Source: an optimization exercise on an open RTL-to-GDS flow (aim: small area, a short achievable clock period and few clock cycles per item). Production flows keep margins and buffers that such runs may drop.
RTL that was checked went through simulation tests only; none was proved equivalent to the original.
Power and IR drop assume default switching activity.

job 271:
==> flow/design.v (excerpt) <==
module lru_cache_table #(
  parameter int DEPTH = lct_pkg::DEPTH_DEFAULT
) (
  input  logic                        clk,
  input  logic                        rst,
  input  logic                        in_valid,
  output logic                        in_ready,
  input  logic [lct_pkg::CMD_W-1:0]   command,
  input  logic [lct_pkg::KEY_W-1:0]   key,
  input  logic [lct_pkg::VALUE_W-1:0] value,
  output logic                        out_valid,
  input  logic                        out_ready,
  output logic                        hit,
  output logic [lct_pkg::VALUE_W-1:0] read_data
);
make LEC_CHECK=0 CAP_MARGIN=20 CORE_MARGIN=2 CORE_UTILIZATION=65 CTS_CLUSTER_DIAMETER=110 CTS_CLUSTER_SIZE=24 SETUP_SLACK_MARGIN=2.2 SLEW_MARGIN=20 finish   # period 5.0 ns
run.sh (not shown) runs the stock make flow with config.mk's settings and CLKGATE_MAP_FILE= SYNTH_SCRIPT=/design/flow/synth_recipe.tcl, a recipe that flattens the netlist after the stock synthesis.
Testbench counts of job 271, summed over its fixed seeds: cycles 16,024, requests 16,000.
Relative to job 271, the following input files were edited for job 5762:
- SETUP_SLACK_MARGIN now 2.0, was 2.2
- CORE_UTILIZATION now 60, was 65
[summary]
Number of signal-net inverters in the final layout ends up lower on job 5762.
Job 5762 vs. job 271: final worst clock skew rose by 0.016 ns; met3 track demand over resource -1.3 points; synthesized instance count saw little to no change.
Job 5762 vs. job 271: total power density per cell area shows an increase of 0.30%, sequential cell area share shows an increase of 0.56 points.
Compared with job 271, job 5762 is the less power-hungry design.
Job 271 -> job 5762: multiplexer share of the synthesized area delta 0, exact match
Summary of job 5762 over job 271: internal power consumption fell 49 uW; effective utilization at floorplan shows a reduction of 4.6 points.
Inputs modified between job 5762 and job 4687:
- an added TNS_END_PERCENT of 40
- a change of SETUP_SLACK_MARGIN from 2.0 to 2.4
[summary]
Job 4687: done, clean on timing, DRC and antenna. Row portion of the clock cycle consumed by the worst path in the final layout: job 4687 lower / job 5762 higher. Job 5762 → job 4687: adder and majority cell fraction of the synthesized area about even, post-layout worst setup margin rose 0.082 ns, global-route wire length before repair rose 4.6%, signed area change from the synthesized netlist to the final layout rose 5.8 points, total length of routed met3 wires rose about 40%. Weighted congestion reported at the end of routability-driven placement grows by a few percent when moving from job 5762 to job 4687. Relative to job 5762, final-layout clock buffer total decreased by 8 in job 4687. Job 5762 → job 4687: number of global-route vias before repair climbed 764; pin count of the biggest net entering global routing has remained practically unchanged.
Edits applied to the flow inputs when going from job 4687 to job 5629:
- TNS_END_PERCENT: 40 -> unset
- CTS_CLUSTER_DIAMETER: 110 -> unset
- CTS_CLUSTER_SIZE: 24 -> unset
- SETUP_SLACK_MARGIN: 2.4 -> 2.5
Results
Looking at detailed router's first-iteration violation count across both flows, job 5629 is the weaker of the two, with job 4687 ahead.
When job 5629 is measured against job 4687, its wire length turns out about 11% higher.
Job 5629 ended with more fraction of power consumed by the clock network than job 4687.
Share of final layout cell area taken by non-clock buffers ends up higher on job 5629.
Diff job 4687 -> job 5629: post-route clock period utilization shrank by 2.0 points; leakage component of the power climbed 2.1 nW; power share of the sequential group has decreased; post-route non-filler standard cell count moved up.
Compared to job 4687, job 5629 has setup slack 0.10 ns higher.
Relative to job 5629, the following input files were edited for job 509:
- setting CTS_CLUSTER_SIZE to 24 for the first time
- setting CTS_CLUSTER_DIAMETER to 110 for the first time
- changing SETUP_SLACK_MARGIN from 2.5 to 2.4
Notes after the runs:
- In job 509 the required time at the worst-slack endpoint turned out 0.03 ns lower than in job 5629.
- When job 509 is set beside job 5629, its routed wire length on met2 turns out to be 4.1 mm smaller.
- Layout buffer count excluding clock buffers, job 509 vs job 5629: down by more than 10%
- Relative to job 5629, the first-iteration DRC count measured on job 509 has decreased by more than 10%.
- Job 509 — switching part of the total power 1.0 points higher, job 5629 as reference

---

== oak ==
Starting RTL as in the previous note.
==> flow/design.v (excerpt) <==
module lru_cache_table #(
  parameter int DEPTH = lct_pkg::DEPTH_DEFAULT
) (
  input  logic                        clk,
  input  logic                        rst,
  input  logic                        in_valid,
  output logic                        in_ready,
  input  logic [lct_pkg::CMD_W-1:0]   command,
  input  logic [lct_pkg::KEY_W-1:0]   key,
  input  logic [lct_pkg::VALUE_W-1:0] value,
  output logic                        out_valid,
  input  logic                        out_ready,
  output logic                        hit,
  output logic [lct_pkg::VALUE_W-1:0] read_data
);
  localparam int N  = DEPTH;
  localparam int IW = lct_pkg::addr_w(DEPTH);
  localparam int KW = lct_pkg::KEY_W;
  localparam int VW = lct_pkg::VALUE_W;
  logic                      req_v;
  logic [lct_pkg::CMD_W-1:0] req_cmd;
  logic [KW-1:0]             req_key;
  logic [VW-1:0]             req_val;
  logic [N-1:0]              req_m;     
  logic [KW-1:0] tk  [N];
  logic [IW-1:0] ptr [N];
  logic [N-1:0]  vld;
  logic [VW-1:0] sv  [N];
  logic [1:0]    rq_n;
  logic          rq_hit  [2];
  logic          rq_miss [2];
  logic [IW-1:0] rq_slot [2];
  logic          o_free;
  logic          rq_pop;
  logic          r_hit, r_miss;
  logic          go;
  logic [N:0]    ahead;     
  logic [N:0]    full;      
  logic          any;
  logic [N-1:0]  first;     
  logic [N-1:0]  hole;      
  logic [IW-1:0] hptr;
  logic [IW-1:0] wslot;
  logic          is_lk, is_ins, is_clr;
  logic          do_hit, do_ins, do_clr;
  logic [N-1:0]  rot;       
  logic [N-1:0]  eq;
  logic          eq_req;
  logic [N-1:0]  m_d;
  assign go       = req_v && !rq_n[1];
  assign in_ready = !req_v || !rq_n[1];
  assign o_free   = !out_valid || out_ready;
  assign rq_pop   = o_free && (rq_n != 2'd0);
  assign is_lk  = (req_cmd == lct_pkg::CMD_LOOKUP);
  assign is_ins = (req_cmd == lct_pkg::CMD_INSERT);
  assign is_clr = (req_cmd == lct_pkg::CMD_CLEAR);
  always_comb begin
    ahead[0] = 1'b0;
  ...
clock: 5.0 ns
lec_check: 0
cap_margin: 20
core_margin: 2
core_utilization: 60
cts_cluster_diameter: 110
cts_cluster_size: 24
setup_slack_margin: 2.3
slew_margin: 20
oak: all stages complete, timing, DRC and antenna checks passed
Testbench counts of oak, summed over its fixed seeds: cycles 16,024, requests 16,000.
The inputs of pine differ from those of oak as listed below.
Settings: a deleted CTS_CLUSTER_DIAMETER that had been 110; a change of SETUP_SLACK_MARGIN from 2.3 to 2.2; a deleted CTS_CLUSTER_SIZE that had been 24.
[summary]
Non-clock buffer count down 53 in pine wrt oak. In the metrics for oak and pine, the one carrying the lower final area is oak. Delta (pine minus oak): signed area change from the synthesized netlist to the final layout rose 2.7 points, number of cells on the worst reg-to-reg path shrank by 5, combinational power moved down, post-route worst setup slack lower. The cell with the largest stage delay on the worst path comes out sky130_fd_sc_hd__a2111oi_0 in one run and sky130_fd_sc_hd__or3b_4 in the other, namely in pine and oak respectively.
Input changes introduced in birch (baseline for comparison: pine):
Settings: setting CTS_CLUSTER_SIZE to 27 for the first time; setting CTS_CLUSTER_DIAMETER to 125 for the first time.
Notes after the runs:
Relative to pine, the power per unit of standard cell area of birch is lower by 12%. birch vs. pine: number of clock buffers in the layout went down by 70. When birch is measured against pine, its number of DRC markers after the initial detailed-route iteration turns out 7.2% higher. Critical path endpoint = sv[2][15]: birch; critical path endpoint = rq_slot[0][1]: pine. In birch, the clock period minus final worst setup slack came out 0.051 ns below the value in pine. Reported for birch and pine, remaining routing DRC violations turned out identical to the last digit. Cmp birch vs pine: endpoint required time on the critical path lower in birch. pine → birch: final standard cell count with taps included and fillers excluded went down, minimum setup slack in the final design went up, layout overhead on the synthesized area went down, sequential share of layout area went up.
The inputs of maple differ from those of birch as listed below.
Settings: a change of CTS_CLUSTER_DIAMETER from 125 to 110; a change of CTS_CLUSTER_SIZE from 27 to 24; an added PLACE_DENSITY of 0.72.
--- outcome ---
Via count: maple worse than birch. Net switching fraction of the power: birch vs maple, no meaningful difference. On sum of buffers and inverters on the critical path, the lower figure sits with birch, not maple. Changes observed in maple relative to birch: final critical-path share of the clock period now larger, detailed-route wire length on metal 1 lost about 3.4%, hold slack decreased by 0.018 ns relative to the old numbers. Going from birch to maple, count of mapped cells out of synthesis held steady, fmax dropped about 2.2%. Comparing birch and maple, the higher sequential share of layout area is on birch.
Relative to maple, the following input files were edited for cedar:
Settings: PLACE_DENSITY no longer set, was 0.72.
--- outcome ---
- cedar vs maple, count of cells resized by post-cts repair went up by 2.
- Summary of cedar over maple: count of plain and timing-repair buffers dropped about 15%; relative slew slack picked up an extra 14 points; via count dropped 2.1%; global routing usage on met2 picked up an extra 0.63 points.
- Relative to maple, the ratio of final minimum period to clock period of cedar is lower by 1.4 points.
- | clock skew | cedar vs maple | worse |

---

lru_cache_table, a different RTL version from the one above (not shown whole).
For scale: ~3000 cells after synthesis, ~89 I/O pins.
// lru_cache_table
module lru_cache_table #(
  parameter int DEPTH = lct_pkg::DEPTH_DEFAULT
) (
  input  logic                        clk,
  input  logic                        rst,
  input  logic                        in_valid,
  output logic                        in_ready,
  input  logic [lct_pkg::CMD_W-1:0]   command,
  input  logic [lct_pkg::KEY_W-1:0]   key,
  input  logic [lct_pkg::VALUE_W-1:0] value,
  output logic                        out_valid,
  input  logic                        out_ready,
  output logic                        hit,
  output logic [lct_pkg::VALUE_W-1:0] read_data
);
export LEC_CHECK = 0
export CAP_MARGIN = 20
export CORE_MARGIN = 2
export CORE_UTILIZATION = 60
export CTS_CLUSTER_DIAMETER = 110
export CTS_CLUSTER_SIZE = 24
export SETUP_SLACK_MARGIN = 2.2
export SLEW_MARGIN = 20
create_clock -name core_clock -period 5.0 [get_ports {clk}]
The first run went through all stages and came out clean.
Testbench counts at the start, summed over its fixed seeds: cycles 16,024, requests 16,000.
Next try:
SETUP_SLACK_MARGIN = 2.5   (was 2.2)
What happened: Cell count goes up by 4.9%. Worst setup slack gains 0.045 ns. Power increases by 1.8%. Routed wire length goes up by 12%. Die area stays the same.

---

## lane 1
The RTL this note starts from:
==> flow/design.v <==
package lct_pkg;
  localparam int DEPTH_DEFAULT = 16;
  localparam int CMD_W         = 2;
  localparam int KEY_W         = 16;
  localparam int VALUE_W       = 32;
  localparam logic [VALUE_W-1:0] MISS_WORD = 32'hBF80_0000;
  typedef enum logic [CMD_W-1:0] {
    CMD_LOOKUP = 2'd0,
    CMD_INSERT = 2'd1,
    CMD_CLEAR  = 2'd2
  } cmd_t;
  typedef struct packed {
    logic [KEY_W-1:0]   key;
    logic [VALUE_W-1:0] value;
  } entry_t;
  function automatic int addr_w(input int depth);
    addr_w = (depth > 1) ? $clog2(depth) : 1;
  endfunction
endpackage
module lct_ram #(
  parameter int DEPTH = lct_pkg::DEPTH_DEFAULT
) (
  input  logic                              clk,
  input  logic                              rd_en,
  input  logic [lct_pkg::addr_w(DEPTH)-1:0] rd_addr,
  output lct_pkg::entry_t                   rd_data,
  input  logic                              wr_en,
  input  logic [lct_pkg::addr_w(DEPTH)-1:0] wr_addr,
  input  lct_pkg::entry_t                   wr_data
);
  logic [lct_pkg::KEY_W+lct_pkg::VALUE_W-1:0] mem [0:DEPTH-1];
  always_ff @(posedge clk) begin
    if (wr_en) begin
      mem[wr_addr] <= wr_data;
    end
  end
  always_ff @(posedge clk) begin
    if (rd_en) begin
      rd_data <= mem[rd_addr];
    end
  end
endmodule
module lru_cache_table #(
  parameter int DEPTH = lct_pkg::DEPTH_DEFAULT
) (
  input  logic                        clk,
  input  logic                        rst,
  input  logic                        in_valid,
  output logic                        in_ready,
  input  logic [lct_pkg::CMD_W-1:0]   command,
  input  logic [lct_pkg::KEY_W-1:0]   key,
  input  logic [lct_pkg::VALUE_W-1:0] value,
  output logic                        out_valid,
  input  logic                        out_ready,
  output logic                        hit,
  output logic [lct_pkg::VALUE_W-1:0] read_data
);
  localparam int N  = DEPTH;
  localparam int IW = lct_pkg::addr_w(DEPTH);
  localparam int KW = lct_pkg::KEY_W;
  localparam int VW = lct_pkg::VALUE_W;
  logic                      req_v;
  logic [lct_pkg::CMD_W-1:0] req_cmd;
  logic [KW-1:0]             req_key;
  logic [VW-1:0]             req_val;
  logic [N-1:0]              req_m;     
  logic [KW-1:0] tk  [N];
  logic [IW-1:0] ptr [N];
  logic [N-1:0]  vld;
  logic [VW-1:0] sv  [N];
  logic [1:0]    rq_n;
  logic          rq_hit  [2];
  logic          rq_miss [2];
  logic [IW-1:0] rq_slot [2];
  logic          o_free;
  logic          rq_pop;
  logic          r_hit, r_miss;
  logic          go;
  logic [N:0]    ahead;     
  logic [N:0]    full;      
  logic          any;
  logic [N-1:0]  first;     
  logic [N-1:0]  hole;      
  logic [IW-1:0] hptr;
  logic [IW-1:0] wslot;
  logic          is_lk, is_ins, is_clr;
  logic          do_hit, do_ins, do_clr;
  logic [N-1:0]  rot;       
  logic [N-1:0]  eq;
  logic          eq_req;
  logic [N-1:0]  m_d;
  assign go       = req_v;
  assign o_free   = !out_valid || out_ready;
  assign rq_pop   = o_free && (rq_n != 2'd0);
  assign in_ready = req_v ? (!rq_n[1] && (rq_pop || (rq_n == 2'd0)))
                          : (!rq_n[1] || rq_pop);
  assign is_lk  = (req_cmd == lct_pkg::CMD_LOOKUP);
  assign is_ins = (req_cmd == lct_pkg::CMD_INSERT);
  assign is_clr = (req_cmd == lct_pkg::CMD_CLEAR);
  always_comb begin
    ahead[0] = 1'b0;
    full[0]  = 1'b1;
    for (int p = 0; p < N; p++) begin
      ahead[p+1] = ahead[p] || req_m[p];
      full[p+1]  = full[p] && vld[p];
    end
    any = ahead[N];
    for (int p = 0; p < N; p++) begin
      first[p] = req_m[p] && !ahead[p];
      hole[p]  = full[p] && (!vld[p] || (p == N - 1));
    end
    hptr  = '0;
    wslot = '0;
    for (int p = 0; p < N; p++) begin
      hptr  = hptr | ({IW{first[p]}} & ptr[p]);
      wslot = wslot | ({IW{hole[p]}} & ptr[p]);
    end
  end
  assign do_hit = go && is_lk && any;
  assign do_ins = go && is_ins;
  assign do_clr = go && is_clr && any;
  assign r_hit  = is_lk && any;
  assign r_miss = is_lk && !any;
  always_comb begin
    for (int p = 0; p < N; p++) begin
      rot[p] = (do_ins && full[p]) || (do_hit && !ahead[p]);
    end
  end
  always_comb begin
    for (int p = 0; p < N; p++) begin
      eq[p] = vld[p] && (tk[p] == key);
    end
    eq_req = (req_key == key);
    for (int p = 0; p < N; p++) begin
      if (rot[p]) begin
        m_d[p] = (p == 0) ? eq_req : eq[(p + N - 1) % N];
      end else begin
        m_d[p] = eq[p] && !(do_clr && first[p]);
      end
    end
  end
  always_ff @(posedge clk) begin
    if (rot[0]) begin
      tk[0] <= req_key;
    end
    for (int p = 1; p < N; p++) begin
      if (rot[p]) begin
        tk[p] <= tk[p-1];
      end
    end
  end
  always_ff @(posedge clk) begin
    if (rst) begin
      for (int p = 0; p < N; p++) begin
        ptr[p] <= IW'(p);
      end
    end else begin
      if (rot[0]) begin
        ptr[0] <= do_ins ? wslot : hptr;
      end
      for (int p = 1; p < N; p++) begin
        if (rot[p]) begin
          ptr[p] <= ptr[p-1];
        end
      end
    end
  end
  always_ff @(posedge clk) begin
    if (rst) begin
      vld <= '0;
    end else begin
      if (rot[0]) begin
        vld[0] <= 1'b1;
      end else if (do_clr && first[0]) begin
        vld[0] <= 1'b0;
      end
      for (int p = 1; p < N; p++) begin
        if (rot[p]) begin
          vld[p] <= vld[p-1];
        end else if (do_clr && first[p]) begin
          vld[p] <= 1'b0;
        end
      end
    end
  end
  always_ff @(posedge clk) begin
    for (int s = 0; s < N; s++) begin
      if (do_ins && (wslot == IW'(s))) begin
        sv[s] <= req_val;
      end
    end
  end
  always_ff @(posedge clk) begin
    req_cmd <= command;
    req_key <= key;
    req_val <= value;
    req_m   <= m_d;
  end
  always_ff @(posedge clk) begin
    if (rst) begin
      req_v     <= 1'b0;
      rq_n      <= 2'd0;
      out_valid <= 1'b0;
    end else begin
      req_v <= in_valid && in_ready;
      if (o_free) begin
        out_valid <= (rq_n != 2'd0);
      end
      rq_n <= rq_n + {1'b0, go} - {1'b0, rq_pop};
    end
  end
  always_ff @(posedge clk) begin
    if (rq_pop) begin
      rq_hit[0]  <= rq_hit[1];
      rq_miss[0] <= rq_miss[1];
      rq_slot[0] <= rq_slot[1];
    end
    if (go && (rq_n == (rq_pop ? 2'd1 : 2'd0))) begin
      rq_hit[0]  <= r_hit;
      rq_miss[0] <= r_miss;
      rq_slot[0] <= hptr;
    end
    if (go) begin
      rq_hit[1]  <= r_hit;
      rq_miss[1] <= r_miss;
      rq_slot[1] <= hptr;
    end
  end
  always_ff @(posedge clk) begin
    if (o_free) begin
      hit       <= rq_hit[0];
      read_data <= rq_hit[0] ? sv[rq_slot[0]] : (rq_miss[0] ? lct_pkg::MISS_WORD : '0);
    end
  end
endmodule
make LEC_CHECK=0 CAP_MARGIN=20 CORE_MARGIN=2 CORE_UTILIZATION=60 CTS_CLUSTER_DIAMETER=110 CTS_CLUSTER_SIZE=24 SETUP_SLACK_MARGIN=2.3 SLEW_MARGIN=20 finish   # period 5.0 ns
Input changes introduced in lane 2 (baseline for comparison: lane 1):
# lane 1
export LEC_CHECK = 0
export CAP_MARGIN = 20
export CORE_MARGIN = 2
export CORE_UTILIZATION = 60
export CTS_CLUSTER_DIAMETER = 110
export CTS_CLUSTER_SIZE = 24
export SETUP_SLACK_MARGIN = 2.3
export SLEW_MARGIN = 20
create_clock -name core_clock -period 5.0 [get_ports {clk}]
# lane 2
export LEC_CHECK = 0
export CAP_MARGIN = 20
export CORE_MARGIN = 2
export CORE_UTILIZATION = 60
export CTS_CLUSTER_DIAMETER = 110
export CTS_CLUSTER_SIZE = 24
export SETUP_SLACK_MARGIN = 2.2
export SLEW_MARGIN = 20
create_clock -name core_clock -period 5.0 [get_ports {clk}]
- Lane 2 against lane 1: count of inserted tapcells stayed essentially flat; share of the final layout cell area in sequential cells rose by 0.98 points.
- Lane 2 packs its core more loosely than lane 1.
- Going from lane 1 to lane 2, number of inverters outside the clock class in the layout shows no meaningful change; synthesized area shows no meaningful change; buffering overhead shows a reduction of 1.1 points.
- From lane 1 to lane 2 the numbers moved as follows: number of inserted diodes comparable, proportion of power drawn by the clock network comparable, power density normalized to cell area now larger.
- In summary, lane 2 completed successfully, with a layout that passed the timing, DRC and antenna checks.
- Area taken by multi-input logic gates: lower on lane 2
No functional check of the RTL was part of any run of this note.

-- what the ideal ports hide --
The flow's constraints put no driver on any port. The routed layouts listed below were extracted and timed again, unchanged, in two steps.
Step 1, drivers: a clkbuf_16 drives clk and a buf_2 each remaining input, both assumed.
Step 2 times the ports against the registers' clock, not the clock port: input delays grow and output delays shrink by t, the midpoint of the rising clock arrivals with the driver on.
a / b / c = ideal / step 1 / step 2; a / b = the first two.
| run | shift t [ns] | setup WS [ns] | hold WS [ns] | slew at the worst register clock pin (ns) | cell pins on the clock port's net |
|---|---|---|---|---|---|
| job 271 | 0.685 | 2.143 / 2.143 / 1.618 | 0.467 / 0.467 / 0.467 | 0.10 / 0.10 | 1 |
| job 5762 | 0.693 | 2.049 / 2.029 / 1.487 | 0.463 / 0.463 / 0.463 | 0.10 / 0.10 | 1 |
| job 4687 | 0.700 | 2.131 / 2.131 / 1.708 | 0.469 / 0.469 / 0.469 | 0.10 / 0.10 | 1 |
| job 5629 | 0.718 | 2.231 / 2.231 / 1.870 | 0.456 / 0.456 / 0.456 | 0.07 / 0.07 | 1 |
| job 509 | 0.695 | 2.246 / 2.246 / 1.792 | 0.467 / 0.467 / 0.467 | 0.11 / 0.11 | 1 |
| oak | 0.685 | 2.189 / 2.189 / 1.593 | 0.459 / 0.459 / 0.459 | 0.10 / 0.10 | 1 |
| pine | 0.710 | 2.145 / 2.145 / 1.572 | 0.470 / 0.470 / 0.470 | 0.07 / 0.07 | 1 |
| birch | 0.686 | 2.196 / 2.196 / 1.626 | 0.474 / 0.474 / 0.474 | 0.11 / 0.11 | 1 |
| maple | 0.705 | 2.134 / 2.134 / 1.637 | 0.455 / 0.455 / 0.455 | 0.10 / 0.10 | 1 |
| cedar | 0.690 | 2.202 / 2.202 / 1.592 | 0.464 / 0.464 / 0.464 | 0.10 / 0.10 | 1 |
| the first run of note 3 | 0.708 | 2.238 / 2.248 / 1.578 | 0.498 / 0.498 / 0.498 | 0.11 / 0.11 | 1 |
| the second run of note 3 | 0.708 | 2.283 / 2.273 / 1.724 | 0.495 / 0.495 / 0.495 | 0.11 / 0.11 | 1 |
| lane 1 | 0.693 | 2.076 / 2.076 / 1.707 | 0.461 / 0.461 / 0.461 | 0.11 / 0.11 | 1 |
| lane 2 | 0.684 | 2.116 / 2.116 / 1.686 | 0.461 / 0.461 / 0.461 | 0.10 / 0.10 | 1 |
After both steps setup and hold are still met in every run listed. For the first run of note 3, which loses most, drivers alone change the setup slack by +0.010 ns; drivers and shift together by -0.660 ns.
